What follows belongs to an exercise in optimizing a design on an open flow for small area and a short achievable clock period; a production flow would make more cautious choices.
At most, simulation tests tie the RTL to the original design; equivalence was not proved.
No activity file was given, so power comes from the tool's default toggle rates.

Setup of before:
// fpmul_top
module fpmul_top (
	input  logic                  clk,
	input  logic                  rst,
	input  logic                  in_valid,
	input  logic [31:0]           a,
	input  logic [31:0]           b,
	output logic                  out_valid,
	output fpmul_pkg::fpmul_out_t out
);
For scale: roughly 270 flip-flops, roughly 27000 sq um of cells after synthesis.
==> module fpmul_normalize, before the edit <==
module fpmul_normalize (
	input  logic [47:0] sn,
	input  logic [47:0] cn,
	output logic [25:0] hi,      
	output logic        lo_nz    
);
	logic [47:0] s, c, p;
	assign s  = ~sn;
	assign c  = ~cn;
	assign p  = s + c;
	assign hi = p[47:22];
	assign lo_nz = ((s[21:0] ^ c[21:0]) != {s[20:0] | c[20:0], 1'b0});
endmodule
export LEC_CHECK = 0
export CAP_MARGIN = 20
export CORE_MARGIN = 2
export CORE_UTILIZATION = 40
export SETUP_SLACK_MARGIN = 4.0
export SLEW_MARGIN = 20
export SYNTH_HIERARCHICAL = 1
export SYNTH_MINIMUM_KEEP_SIZE = 0
create_clock -name core_clock -period 7.5 [get_ports {clk}]
run.sh (not shown) runs the stock make flow with config.mk's settings and CLKGATE_MAP_FILE= SYNTH_SCRIPT=/design/flow/synth_recipe.tcl, a recipe that flattens the netlist after the stock synthesis.
Relative to before, the following input files were edited for after:
--- a/flow/design.v
+++ b/flow/design.v
@@ -3018,7 +3018,7 @@
 	logic [47:0] s, c, p;
 	assign s  = ~sn;
 	assign c  = ~cn;
-	assign p  = s + c;
+	assign p  = ~(sn + cn + 48'd1);
 	assign hi = p[47:22];
 	assign lo_nz = ((s[21:0] ^ c[21:0]) != {s[20:0] | c[20:0], 1'b0});
 endmodule
Results
- after against before; synthesized cell count is down by a few percent.
- In the tables for before and after, worst stage delay on the critical path reads higher with before.
- On wire length: between before and after, it ends up lower for after.
- Compared with before, in after sequential share of layout area higher, die footprint lower, fraction of power consumed by the clock network lower, clock buffer count in the final layout higher.
- after vs. before: post-detailed-placement cell area went down by 500 sq um.
No functional check of the RTL was part of after.

---

Another version of the RTL of fpmul_top (not shown whole).
Size: roughly 380 flip-flops.
==> module fpmul_top, before the edit <==
module fpmul_top (
	input  logic                  clk,
	input  logic                  rst,
	input  logic                  in_valid,
	input  logic [31:0]           a,
	input  logic [31:0]           b,
	output logic                  out_valid,
	output fpmul_pkg::fpmul_out_t out
);
	localparam int MID_W = 152;   
	logic [4:0] valid;   
	fpmul_pkg::info_t  p_info, r1_info, r2_info, r3_info, r4_info;
	logic [22:0]       r1_fa, r1_fb;
	logic [MID_W-1:0]  t_mid, r2_mid;
	logic [47:0]       t_sn, t_cn;       
	logic              l_cout, l_nz;
	logic [25:0]       r3_sn, r3_cn;
	logic              r3_cin, r3_lo_nz;
	logic              n_top, n_guard, n_sticky;
	logic [22:0]       n_man;
	logic              r4_top, r4_guard, r4_sticky;
	logic [22:0]       r4_man;
	fpmul_pkg::fpmul_out_t rnd, r5_out;
	fpmul_prep i_prep (
		.a    (a),
		.b    (b),
		.sign (p_info.sign),
		.exp  (p_info.exp),
		.nan  (p_info.nan),
		.inf  (p_info.inf),
		.zero (p_info.zero)
	);
	fpmul_tree_0 i_tree_0 (
		.x  ({1'b1, r1_fa}),   
		.y  ({1'b1, r1_fb}),
		.mo (t_mid)
	);
	fpmul_tree_1 i_tree_1 (
		.mi (r2_mid),
		.sn (t_sn),
		.cn (t_cn)
	);
	fpmul_cpa_lo i_cpa_lo (
		.sn    (t_sn[21:0]),
		.cn    (t_cn[21:0]),
		.cout  (l_cout),
		.lo_nz (l_nz)
	);
	fpmul_normalize i_normalize (
		.sn       (r3_sn),
		.cn       (r3_cn),
		.cin      (r3_cin),
		.lo_nz    (r3_lo_nz),
		.top      (n_top),
		.man      (n_man),
		.guard    (n_guard),
		.sticky   (n_sticky)
	);
	fpmul_round i_round (
		.sign     (r4_info.sign),
		.exp      (r4_info.exp),
		.nan      (r4_info.nan),
		.inf      (r4_info.inf),
		.zero     (r4_info.zero),
		.top      (r4_top),
		.man      (r4_man),
		.guard    (r4_guard),
		.sticky   (r4_sticky),
		.res      (rnd)
	);
	always_ff @(posedge clk) begin
		if (rst) valid <= '0;
		else     valid <= {valid[3:0], in_valid};
	end
	always_ff @(posedge clk) begin
		r1_fa       <= a[22:0];
		r1_fb       <= b[22:0];
		r1_info     <= p_info;
		r2_mid      <= t_mid;
		r2_info     <= r1_info;
		r3_sn       <= t_sn[47:22];
		r3_cn       <= t_cn[47:22];
		r3_cin      <= l_cout;
		r3_lo_nz    <= l_nz;
		r3_info     <= r2_info;
		r4_top      <= n_top;
		r4_man      <= n_man;
		r4_guard    <= n_guard;
		r4_sticky   <= n_sticky;
		r4_info     <= r3_info;
		r5_out      <= rnd;
	end
	assign out_valid = valid[4];
	assign out       = r5_out;
endmodule
==> flow/config.mk <==
export PLATFORM = sky130hd
export DESIGN_NAME = fpmul_top
export DESIGN_NICKNAME = fpmul_top
export VERILOG_FILES = /design/flow/design.v
export SDC_FILE = /design/flow/constraint.sdc
export NUM_CORES = 4
export LEC_CHECK = 0
export CAP_MARGIN = 20
export CORE_MARGIN = 2
export CORE_UTILIZATION = 40
export CTS_CLUSTER_DIAMETER = 200
export CTS_CLUSTER_SIZE = 20
export SETUP_SLACK_MARGIN = 4.5
export SLEW_MARGIN = 20
export SYNTH_HIERARCHICAL = 1
export SYNTH_MINIMUM_KEEP_SIZE = 0
==> flow/constraint.sdc <==
create_clock -name core_clock -period 7.5 [get_ports {clk}]
set_input_delay 1.5000 -clock core_clock [delete_from_list [all_inputs] [get_ports {clk}]]
set_output_delay 1.5000 -clock core_clock [all_outputs]
set_load 0.01 [all_outputs]
standard.sh (not shown) runs the stock make flow with config.mk's settings and CLKGATE_MAP_FILE= SYNTH_SCRIPT=/design/flow/synth_recipe.tcl, a recipe that flattens the netlist after the stock synthesis.
==> flow/flow/run.sh <==
#!/bin/bash
# The standard layout, with smaller port buffers: every input and output
# port still gets a buffer (buf_2 instead of the flow's default choice).
set -e
export BUFFER_PORTS_ARGS="-buffer_cell sky130_fd_sc_hd__buf_2"
cp standard.sh standard.sh.log
bash standard.sh > standard.log 2>&1
Change:
--- a/flow/design.v
+++ b/flow/design.v
@@ -3140,8 +3140,8 @@
 );
 	localparam int MID_W = 152;   
 	logic [4:0] valid;   
-	fpmul_pkg::info_t  p_info, r1_info, r2_info, r3_info, r4_info;
-	logic [22:0]       r1_fa, r1_fb;
+	fpmul_pkg::info_t  p_info, r2_info, r3_info, r4_info;
+	logic [31:0]       r1_a, r1_b;
 	logic [MID_W-1:0]  t_mid, r2_mid;
 	logic [47:0]       t_sn, t_cn;       
 	logic              l_cout, l_nz;
@@ -3153,8 +3153,8 @@
 	logic [22:0]       r4_man;
 	fpmul_pkg::fpmul_out_t rnd, r5_out;
 	fpmul_prep i_prep (
-		.a    (a),
-		.b    (b),
+		.a    (r1_a),
+		.b    (r1_b),
 		.sign (p_info.sign),
 		.exp  (p_info.exp),
 		.nan  (p_info.nan),
@@ -3162,8 +3162,8 @@
 		.zero (p_info.zero)
 	);
 	fpmul_tree_0 i_tree_0 (
-		.x  ({1'b1, r1_fa}),   
-		.y  ({1'b1, r1_fb}),
+		.x  ({1'b1, r1_a[22:0]}),   
+		.y  ({1'b1, r1_b[22:0]}),
 		.mo (t_mid)
 	);
 	fpmul_tree_1 i_tree_1 (
@@ -3204,11 +3204,10 @@
 		else     valid <= {valid[3:0], in_valid};
 	end
 	always_ff @(posedge clk) begin
-		r1_fa       <= a[22:0];
-		r1_fb       <= b[22:0];
-		r1_info     <= p_info;
+		r1_a        <= a;
+		r1_b        <= b;
 		r2_mid      <= t_mid;
-		r2_info     <= r1_info;
+		r2_info     <= p_info;
 		r3_sn       <= t_sn[47:22];
 		r3_cn       <= t_cn[47:22];
 		r3_cin      <= l_cout;
Final area goes up by 1.4%.
Via count goes up by 0.57%.
Maximum frequency goes up by 0.98%.
Clock power barely changes.
Sequential power hardly moves.

## what the ideal ports hide
No port has a modelled driver above. Below, the same layouts with a new extraction and two added sets of constraints.
Step 1 (the two cells are an assumption about what drives the block):
set clk [get_ports {clk}]
set_driving_cell -lib_cell sky130_fd_sc_hd__clkbuf_16 $clk
set_driving_cell -lib_cell sky130_fd_sc_hd__buf_2 [delete_from_list [all_inputs] $clk]
Step 2 times the ports against the registers' clock, not the clock port: input delays grow and output delays shrink by t, the midpoint of the rising clock arrivals with the driver on.
Three values: no drivers, after step 1, after step 2; two values: the first two.
run	t, ns	setup slack, ns	worst register clock-pin slew, ns
before	0.599	4.063 / 4.063 / 3.655	0.07 / 0.07
after	0.599	3.838 / 3.838 / 3.733	0.06 / 0.06
the first run of note 2	0.617	4.427 / 4.427 / 4.175	0.10 / 0.10
the second run of note 2	0.617	4.457 / 4.457 / 4.457	0.10 / 0.10
After both steps setup and hold are still met in every run listed. The setup slack of before, which loses most, moves by 0.000 ns with the drivers and by -0.408 ns with both steps.
